Context: an optimization exercise on an open-source flow, tuned for small area, a short achievable clock period and few clock cycles per item. The choices shown serve that exercise and are no tape-out recipe. In this exercise RTL edits were held to simulation tests only and were not proved equivalent to the original. Power and IR drop assume default switching activity.

### flow/config.mk
export PLATFORM = sky130hd
export DESIGN_NAME = proportional_glyph_tile_packer_core
export DESIGN_NICKNAME = proportional_glyph_tile_packer_core
export VERILOG_FILES = /design/flow/design.v
export SDC_FILE = /design/flow/constraint.sdc
export NUM_CORES = 4
export LEC_CHECK = 0
export CAP_MARGIN = 20
export CORE_MARGIN = 2
export CORE_UTILIZATION = 40
export SLEW_MARGIN = 20
### flow/constraint.sdc
create_clock -name core_clock -period 5.0 [get_ports {clk}]
set_input_delay 1.0000 -clock core_clock [delete_from_list [all_inputs] [get_ports {clk}]]
set_output_delay 1.0000 -clock core_clock [all_outputs]
set_load 0.01 [all_outputs]
### flow/design.v
`default_nettype none
package pgtp_pkg;
  localparam int unsigned PIX_W  = 4;
  localparam int unsigned ROW_W  = 32;
  localparam int unsigned COLS   = 8;
  localparam int unsigned SLOT_OUT_W = 5;
  localparam logic CMD_GLYPH = 1'b0;
  localparam logic CMD_PAD   = 1'b1;
  localparam logic [2:0] LAST_ROW = 3'd7;
  typedef struct packed {
    logic        command;
    logic [3:0]  glyph_width;
    logic [2:0]  row_number;
    logic [31:0] upper_glyph_row;
    logic [31:0] lower_glyph_row;
  } glyph_item_t;
  typedef struct packed {
    logic       wr_en;
    logic       fill_en;
    logic [2:0] fill_next;
    logic       slot_inc;
    logic       slot_clr;
    logic       emit;
    logic       done;
  } store_ctl_t;
endpackage
`default_nettype wire
`default_nettype none
import pgtp_pkg::*;
module pgtp_merge (
  input  pgtp_pkg::glyph_item_t item,
  input  logic [2:0]            fill,
  input  logic [31:0]           buf_upper,
  input  logic [31:0]           buf_lower,
  output pgtp_pkg::store_ctl_t  ctl,
  output logic [31:0]           wr_upper,
  output logic [31:0]           wr_lower,
  output logic [31:0]           res_upper,
  output logic [31:0]           res_lower
);
  logic [3:0]  w_eff;
  logic [31:0] mask;
  logic [31:0] mu, ml;
  logic [4:0]  sh;
  logic [4:0]  rs;
  logic [2:0]  inv_fill;
  logic [3:0]  total;
  logic [3:0]  ovf;
  logic [31:0] base_u, base_l;
  logic [31:0] merged_u, merged_l;
  logic        last;
  always_comb begin
    w_eff = (item.glyph_width > 4'd8) ? 4'd8 : item.glyph_width;
    for (int i = 0; i < COLS; i++) begin
      mask[PIX_W*i +: PIX_W] = {PIX_W{(4'(i) < w_eff)}};
    end
  end
  assign mu       = item.upper_glyph_row & mask;
  assign ml       = item.lower_glyph_row & mask;
  assign sh       = {fill, 2'b00};
  assign inv_fill = 3'd0 - fill;           
  assign rs       = {inv_fill, 2'b00};
  assign total    = {1'b0, fill} + w_eff;
  assign ovf      = total - 4'd8;
  assign last     = (item.row_number == LAST_ROW);
  assign base_u = (fill == 3'd0) ? '0 : buf_upper;
  assign base_l = (fill == 3'd0) ? '0 : buf_lower;
  always_comb begin
    ctl       = '0;
    merged_u  = '0;
    merged_l  = '0;
    wr_upper  = '0;
    wr_lower  = '0;
    unique case (item.command)
      CMD_PAD: begin
        merged_u = buf_upper | (item.upper_glyph_row << sh);
        merged_l = buf_lower | (item.lower_glyph_row << sh);
        wr_upper = merged_u;
        wr_lower = merged_l;
        if (fill != 3'd0) begin
          ctl.wr_en = 1'b1;
          ctl.emit  = 1'b1;
          ctl.done  = last;
        end
        if (last) begin
          ctl.fill_en   = 1'b1;
          ctl.fill_next = 3'd0;
          ctl.slot_clr  = 1'b1;
        end
      end
      CMD_GLYPH: begin
        merged_u  = base_u | (mu << sh);
        merged_l  = base_l | (ml << sh);
        ctl.wr_en = 1'b1;
        if (total[3]) begin
          ctl.emit = 1'b1;
          wr_upper = (ovf[2:0] != 3'd0) ? (mu >> rs) : '0;
          wr_lower = (ovf[2:0] != 3'd0) ? (ml >> rs) : '0;
          if (last) begin
            ctl.fill_en   = 1'b1;
            ctl.fill_next = ovf[2:0];
            ctl.slot_inc  = 1'b1;
          end
        end else begin
          wr_upper = merged_u;
          wr_lower = merged_l;
          if (last) begin
            ctl.fill_en   = 1'b1;
            ctl.fill_next = total[2:0];
          end
        end
      end
      default: begin
        ctl = '0;
      end
    endcase
  end
  assign res_upper = merged_u;
  assign res_lower = merged_l;
endmodule
`default_nettype wire
`default_nettype none
import pgtp_pkg::*;
module pgtp_row_store #(
  parameter int unsigned MAX_TILES = 32,
  localparam int unsigned SLOT_W = (MAX_TILES > 1) ? $clog2(MAX_TILES) : 1
) (
  input  logic                 clk,
  input  logic                 rst,
  input  logic                 step,
  input  logic [2:0]           row,
  input  pgtp_pkg::store_ctl_t ctl,
  input  logic [31:0]          wr_upper,
  input  logic [31:0]          wr_lower,
  output logic [31:0]          rd_upper,
  output logic [31:0]          rd_lower,
  output logic [2:0]           fill,
  output logic [SLOT_W-1:0]    slot
);
  localparam logic [SLOT_W-1:0] SLOT_LAST = SLOT_W'(MAX_TILES - 1);
  logic [31:0] upper_buf [COLS];
  logic [31:0] lower_buf [COLS];
  always_ff @(posedge clk) begin
    if (step && ctl.wr_en) begin
      upper_buf[row] <= wr_upper;
      lower_buf[row] <= wr_lower;
    end
  end
  assign rd_upper = upper_buf[row];
  assign rd_lower = lower_buf[row];
  always_ff @(posedge clk) begin
    if (rst) begin
      fill <= 3'd0;
      slot <= '0;
    end else if (step) begin
      if (ctl.fill_en) begin
        fill <= ctl.fill_next;
      end
      if (ctl.slot_clr) begin
        slot <= '0;
      end else if (ctl.slot_inc) begin
        slot <= (slot == SLOT_LAST) ? '0 : slot + 1'b1;
      end
    end
  end
endmodule
`default_nettype wire
`default_nettype none
import pgtp_pkg::*;
module proportional_glyph_tile_packer_core #(
  parameter int unsigned MAX_TILES = 32
) (
  input  logic        clk,
  input  logic        rst,
  input  logic        glyph_valid,
  output logic        glyph_ready,
  input  logic        glyph_command,
  input  logic [3:0]  glyph_glyph_width,
  input  logic [2:0]  glyph_row_number,
  input  logic [31:0] glyph_upper_glyph_row,
  input  logic [31:0] glyph_lower_glyph_row,
  output logic        tile_valid,
  input  logic        tile_ready,
  output logic [4:0]  tile_tile_slot,
  output logic [2:0]  tile_out_row_number,
  output logic [31:0] tile_upper_tile_row,
  output logic [31:0] tile_lower_tile_row,
  output logic        tile_string_done
);
  localparam int unsigned SLOT_W = (MAX_TILES > 1) ? $clog2(MAX_TILES) : 1;
  logic                in_valid;
  pgtp_pkg::glyph_item_t item;
  logic                step;
  pgtp_pkg::store_ctl_t  ctl;
  logic [31:0]         wr_upper, wr_lower;
  logic [31:0]         rd_upper, rd_lower;
  logic [31:0]         res_upper, res_lower;
  logic [2:0]          fill;
  logic [SLOT_W-1:0]   slot;
  logic [SLOT_W+4:0]   slot_ext;
  logic                out_valid;
  logic [4:0]          out_slot;
  logic [2:0]          out_row;
  logic [31:0]         out_upper, out_lower;
  logic                out_done;
  assign step        = in_valid && (!out_valid || tile_ready);
  assign glyph_ready = !in_valid || step;
  always_ff @(posedge clk) begin
    if (rst) begin
      in_valid <= 1'b0;
    end else if (glyph_ready) begin
      in_valid <= glyph_valid;
    end
  end
  always_ff @(posedge clk) begin
    if (glyph_ready && glyph_valid) begin
      item.command         <= glyph_command;
      item.glyph_width     <= glyph_glyph_width;
      item.row_number      <= glyph_row_number;
      item.upper_glyph_row <= glyph_upper_glyph_row;
      item.lower_glyph_row <= glyph_lower_glyph_row;
    end
  end
  pgtp_merge u_merge (
    .item      (item),
    .fill      (fill),
    .buf_upper (rd_upper),
    .buf_lower (rd_lower),
    .ctl       (ctl),
    .wr_upper  (wr_upper),
    .wr_lower  (wr_lower),
    .res_upper (res_upper),
    .res_lower (res_lower)
  );
  pgtp_row_store #(
    .MAX_TILES (MAX_TILES)
  ) u_store (
    .clk      (clk),
    .rst      (rst),
    .step     (step),
    .row      (item.row_number),
    .ctl      (ctl),
    .wr_upper (wr_upper),
    .wr_lower (wr_lower),
    .rd_upper (rd_upper),
    .rd_lower (rd_lower),
    .fill     (fill),
    .slot     (slot)
  );
  assign slot_ext = {5'd0, slot};
  always_ff @(posedge clk) begin
    if (rst) begin
      out_valid <= 1'b0;
    end else if (step && ctl.emit) begin
      out_valid <= 1'b1;
    end else if (tile_ready) begin
      out_valid <= 1'b0;
    end
  end
  always_ff @(posedge clk) begin
    if (step && ctl.emit) begin
      out_slot  <= slot_ext[4:0];
      out_row   <= item.row_number;
      out_upper <= res_upper;
      out_lower <= res_lower;
      out_done  <= ctl.done;
    end
  end
  assign tile_valid          = out_valid;
  assign tile_tile_slot      = out_slot;
  assign tile_out_row_number = out_row;
  assign tile_upper_tile_row = out_upper;
  assign tile_lower_tile_row = out_lower;
  assign tile_string_done    = out_done;
endmodule
`default_nettype wire
### flow/run.sh
#!/bin/bash
# synth_recipe.tcl (not shown) runs the flow's synth.tcl, then flattens the netlist and writes it again
# the make line also repeats each setting of config.mk as NAME=value (left out here)
make -C /OpenROAD-flow-scripts/flow DESIGN_CONFIG=/design/flow/config.mk WORK_HOME=/design/flow/orfs CLKGATE_MAP_FILE= SYNTH_SCRIPT=/design/flow/synth_recipe.tcl finish
==> run_results.csv <==
group,metric,value,unit
status,outcome,"timing/DRC/antenna clean",
pwr,totalPowerFinal,13.6,mW
worst_setup_path,path_class,"register to register",
hold_path,hold_path_origin,"u_store.slot[4]$_SDFFE_PP0P_",
placement,port-buffer-count,150,
sta,final_hold_vios,0,
pwr,seq_power_share,48.0,%
worst_setup_path,setup_crit_end_kind,"register",
grt,maximum_number_of_pins_on_one_net_before_global_route_repair,74,
sta,finalClockSkew,0.0370,ns
sta,final_max_slew_viol_count,0,
sta,achievable_clock_frequency,256,MHz
clocking,cts_htree_levels,3,
hold_path,worst_hold_path.num_cells,0,
sta,relSlewSlack,27.6,%
clocking,later_pin_clock_latency_in_the_skew_report,0.66,ns
pwr,clock_power_share,42.1,%
sta,final.min_clock_period,3.90,ns
worst_setup_path,worstPathMaxFanout,20,
die,die_y,284,um
sta,worst_slew_pin_slew,1.06,ns
sta,rsz0062_at_grt,"no",
routing,remaining_drc_errors,0,
placement,dp_hpwl,70900,um
final_layout,final_cell_area,37100,um2
routing,antenna_left,0,
routing,routedWlPerCell,31.5,um
sta,timing.final.crit_share,78.0,%
worst_setup_path,crit-reg2reg-capture,"u_store.upper_buf[5][21]$_DFFE_PP_",
synthesis,synth-warning-count,3,
clocking,post_cts_hold_buffer_count,0,
sta,layout_setup_ws,1.10,ns
synthesis,ys.flop_type,"sky130_fd_sc_hd__edfxtp_1",
final_layout,final_net_count,2372,
grt,grt_pass1_wl,154000,um
synthesis,yosys_register_bits,670,
die,floorplan.die_area,80900,um2
synthesis,syn-num-nets,2213,
grt,grt_antenna_before_repair,2,
pwr,combinationalPowerShare,9.9,%
placement,dp_slack,1.27,ns
clocking,post_cts_resized,0,
synthesis,ys_async_sr_fraction,0,%
clocking,numClockSinks,670,
pwr,power_density,366,nW/um2
synthesis,synth_cell_type_count,83,
grt,via_count_of_the_first_global_routing_pass,20900,
clocking,max-clock-path-buffers,3,
clocking,post_cts_setup_buffers,0,
final_layout,post_synthesis_to_final_layout_area_growth,17.8,%
sta,final-setup-viol-count,0,
pwr,leakagePower,12.2,nW
pwr,p_int,10.3,mW
synthesis,synth-edff-count,657,
clocking,tritoncts,"done",
grt,gr-usage-all-layers,26.3,%
pwr,p_sw_share,24.5,%
worst_setup_path,setup.reg_to_reg.worst_slack,1.10,ns
final_layout,num-fill-cells,6630,
synthesis,ys_seq_area_share,63.5,%
synthesis,synth.cell_area,31500,um2
synthesis,syn_avg_cell_area,14.8,um2
die,placement_rows,102,
die,io_pins,151,
die,start_util,40.5,%
synthesis,synth_cells,2130,
final_layout,layout-drive-gt1-share,18.1,%
final_layout,sequential_cell_area,20000,um2
worst_setup_path,worst_r2r_startpoint,"item[69]$_DFFE_PP_",
placement,placed_cell_area,34500,um2
hold_path,hp-class,"register to register",
routing,drt_pass1_iterations,6,
placement,gp_congestion,0.969,
worst_setup_path,crit_path_start_kind,"register",
routing,drtIter0Drc,2625,
job,drv_cap,0,
routing,totalWireLength,107000,um
die,floorplan.core_area,77700,um2
clocking,clk_transition_reported_paths,0.06,ns
final_layout,multi_input_area,10700,um2
routing,detailroute.via_count,21200,
pwr,vdd.ir_drop.worst,0.000294,V
sta,setup_tns,0,ns
die,floorplan.die.width,284,um
pwr,net-switching-power,3.33,mW
worst_setup_path,arrival,4.24,ns
clocking,ctsRootBufferMaster,"sky130_fd_sc_hd__clkbuf_16",
clocking,numCtsBuffers,74,
routing,routed_via_density,6.26,
hold_path,holdPathEnd,"out_slot[4]$_DFFE_PP_",
grt,gr-total-overflow,0,
worst_setup_path,crit_required,5.33,ns
worst_setup_path,reg2reg_depth,6,
[synthesized netlist by cell type (15+ instances only)]
library cell	n	area share, %
sky130_fd_sc_hd__edfxtp_1	657	63
sky130_fd_sc_hd__nand2_1	215	2.6
sky130_fd_sc_hd__mux4_2	137	9.8
sky130_fd_sc_hd__nor2_1	129	1.5
sky130_fd_sc_hd__mux2i_1	116	3.7
sky130_fd_sc_hd__a21oi_1	80	1.3
sky130_fd_sc_hd__o21ai_0	79	1.3
sky130_fd_sc_hd__clkbuf_1	70	0.84
sky130_fd_sc_hd__buf_2	41	0.65
sky130_fd_sc_hd__mux2_2	37	1.3
sky130_fd_sc_hd__a22oi_1	36	0.86
sky130_fd_sc_hd__nand3_1	31	0.49
sky130_fd_sc_hd__o221ai_1	31	0.86
sky130_fd_sc_hd__o22ai_1	30	0.60
sky130_fd_sc_hd__o211ai_1	26	0.62
sky130_fd_sc_hd__a221oi_1	25	0.70
sky130_fd_sc_hd__buf_4	23	0.55
sky130_fd_sc_hd__o2bb2ai_1	23	0.64
sky130_fd_sc_hd__nor2b_1	19	0.38
sky130_fd_sc_hd__a211o_1	18	0.50
sky130_fd_sc_hd__nand2b_1	17	0.34
sky130_fd_sc_hd__a31oi_1	15	0.30
sky130_fd_sc_hd__inv_1	15	0.18
[cell type report]
class / count / area share [%]
flip-flops and latches: 670 / 54.0
multi-input cells: 1290 / 29.0
repair buffers: 234 / 6.33
clock buffers: 85 / 5.11
well taps: 1040 / 3.51
clock inverters: 51 / 1.88
inverters: 19 / 0.199
diodes: 1 / 0.00675
[sequential cells by signal (all words and copies together), names as in the netlist, named ones only]
| signal | flops |
|---|---|
| in_valid | 1 |
| out_row | 3 |
| u_store.lower_buf | 256 |
| out_slot | 5 |
| u_store.slot | 5 |
| out_upper | 32 |
| item | 72 |
| out_valid | 1 |
| u_store.upper_buf | 256 |
| out_lower | 32 |
| out_done | 1 |
| u_store.fill | 3 |
[routing by layer]
layer,up-vias,routed length [um],global-route usage [%]
met5,-,0,0
met4,0,3970,9.59
met3,227,7960,4.70
met2,1117,49000,40.4
met1,10900,46000,37.5
li1,8938,-,-
[stage by stage]
step / hold slack (ns) / cells / utilization, %
global route: 0.509 / 3389 / 47.7
finish: 0.468 / 3390 / 47.7
CTS: 0.467 / 3389 / 47.7
global placement: 0.458 / 3253 / 44.3
detailed placement: 0.469 / 3253 / 44.3
floorplan: 0.430 / 2130 / -
[cell usage in the layout, fill, tap and decap left out, types with 12 or more instances in the layout]
cell | netlist | final
sky130_fd_sc_hd__buf_12 | 0 | 17
sky130_fd_sc_hd__mux2i_1 | 116 | 116
sky130_fd_sc_hd__nand3_1 | 31 | 31
sky130_fd_sc_hd__a221oi_1 | 25 | 25
sky130_fd_sc_hd__o221ai_1 | 31 | 31
sky130_fd_sc_hd__clkdlybuf4s50_1 | 0 | 150
sky130_fd_sc_hd__buf_4 | 23 | 67
sky130_fd_sc_hd__clkinv_2 | 0 | 13
sky130_fd_sc_hd__a31oi_1 | 15 | 15
sky130_fd_sc_hd__a211o_1 | 18 | 18
sky130_fd_sc_hd__o2bb2ai_1 | 23 | 23
sky130_fd_sc_hd__mux2_2 | 37 | 37
sky130_fd_sc_hd__a22o_1 | 12 | 12
sky130_fd_sc_hd__nor2b_1 | 19 | 19
sky130_fd_sc_hd__and3_1 | 13 | 13
sky130_fd_sc_hd__a22oi_1 | 36 | 36
sky130_fd_sc_hd__nand2b_1 | 17 | 17
sky130_fd_sc_hd__clkinv_1 | 2 | 12
sky130_fd_sc_hd__o211ai_1 | 26 | 26
sky130_fd_sc_hd__a21oi_1 | 80 | 77
sky130_fd_sc_hd__o22a_1 | 12 | 12
sky130_fd_sc_hd__edfxtp_1 | 657 | 657
sky130_fd_sc_hd__nand2_1 | 215 | 215
sky130_fd_sc_hd__mux4_2 | 137 | 137
sky130_fd_sc_hd__o21ai_0 | 79 | 79
sky130_fd_sc_hd__nor2_1 | 129 | 124
sky130_fd_sc_hd__a21o_1 | 14 | 14
sky130_fd_sc_hd__clkbuf_16 | 0 | 74
sky130_fd_sc_hd__nor3_1 | 14 | 12
sky130_fd_sc_hd__o22ai_1 | 30 | 30
[worst max path at each step]
stage | start | endpoint | slack, ns | cells past startpoint
finish | item[69]$_DFFE_PP_ | u_store.upper_buf[5][21]$_DFFE_PP_ | 1.10 | 6
global route | item[69]$_DFFE_PP_ | u_store.upper_buf[5][21]$_DFFE_PP_ | 0.96 | 6
CTS | item[69]$_DFFE_PP_ | u_store.upper_buf[5][21]$_DFFE_PP_ | 1.28 | 6
detailed placement | item[69]$_DFFE_PP_ | u_store.upper_buf[5][21]$_DFFE_PP_ | 1.27 | 6
global placement | item[69]$_DFFE_PP_ | u_store.upper_buf[5][21]$_DFFE_PP_ | 1.41 | 6
floorplan | u_store.fill[2]$_SDFFE_PP0P_ | u_store.lower_buf[2][0]$_DFFE_PP_ | -0.07 | 9
[power by group through the flow]
stage	combinational, mW	sequential [mW]	clock [mW]
after floorplan	0.832	6.54	0
after global placement	1.31	6.64	0
after detailed placement	1.32	6.64	0
after CTS	1.33	6.52	5.82
after global routing	1.43	6.53	6.05
final	1.35	6.52	5.71
[kinds of logic after synthesis]
group / count (synthesis) / share of synthesized area, %
multiplexers: 290 / 14.8
adder cells (fa/ha/maj): 7 / 0.302
AO/OA/AOI/OAI: 516 / 12.0
buffers and inverters: 170 / 2.61
flip-flops: 670 / 63.5
XOR/XNOR: 2 / 0.0557
AND/OR/NAND/NOR: 475 / 6.69
[worst max-delay path: stages, from the launching register on]
cell	delay (ns)
sky130_fd_sc_hd__edfxtp_1	0.89
sky130_fd_sc_hd__o21ai_1	0.32
sky130_fd_sc_hd__a21oi_2	0.62
sky130_fd_sc_hd__nand2_1	0.19
sky130_fd_sc_hd__a221oi_1	0.66
sky130_fd_sc_hd__nor2_1	0.13
sky130_fd_sc_hd__o21ai_0	0.76
Testbench counts, summed over its fixed seeds: cycles 13,048, rows 13,032.

[afterwards: timing with drivers on the ports]
Ports are ideal in the flow. The routed layout listed here was re-timed in OpenROAD. Step 1 sets driving cells, clkbuf_16 on the clock port and buf_2 on the other inputs (assumed; they add their load-dependent delay and slew). Step 2 adds t to the input delays and takes it off the output delays; t is the mean of the earliest and latest rising clock arrival at the registers after step 1. Input paths then give back, and output paths get back, about the clock's delay inside the block. Three values: no drivers, after step 1, after step 2; two values: the first two.
t (ns): 0.712
setup slack, ns: 1.098 / 1.098 / 1.098
worst setup path at the end: register to register
worst data-port slew with drivers (ns): 0.07
pins driven straight from the clock port: 1
After both steps setup and hold are still met in this run. For this run, drivers alone change the setup slack by 0.000 ns; drivers and shift together by 0.000 ns.
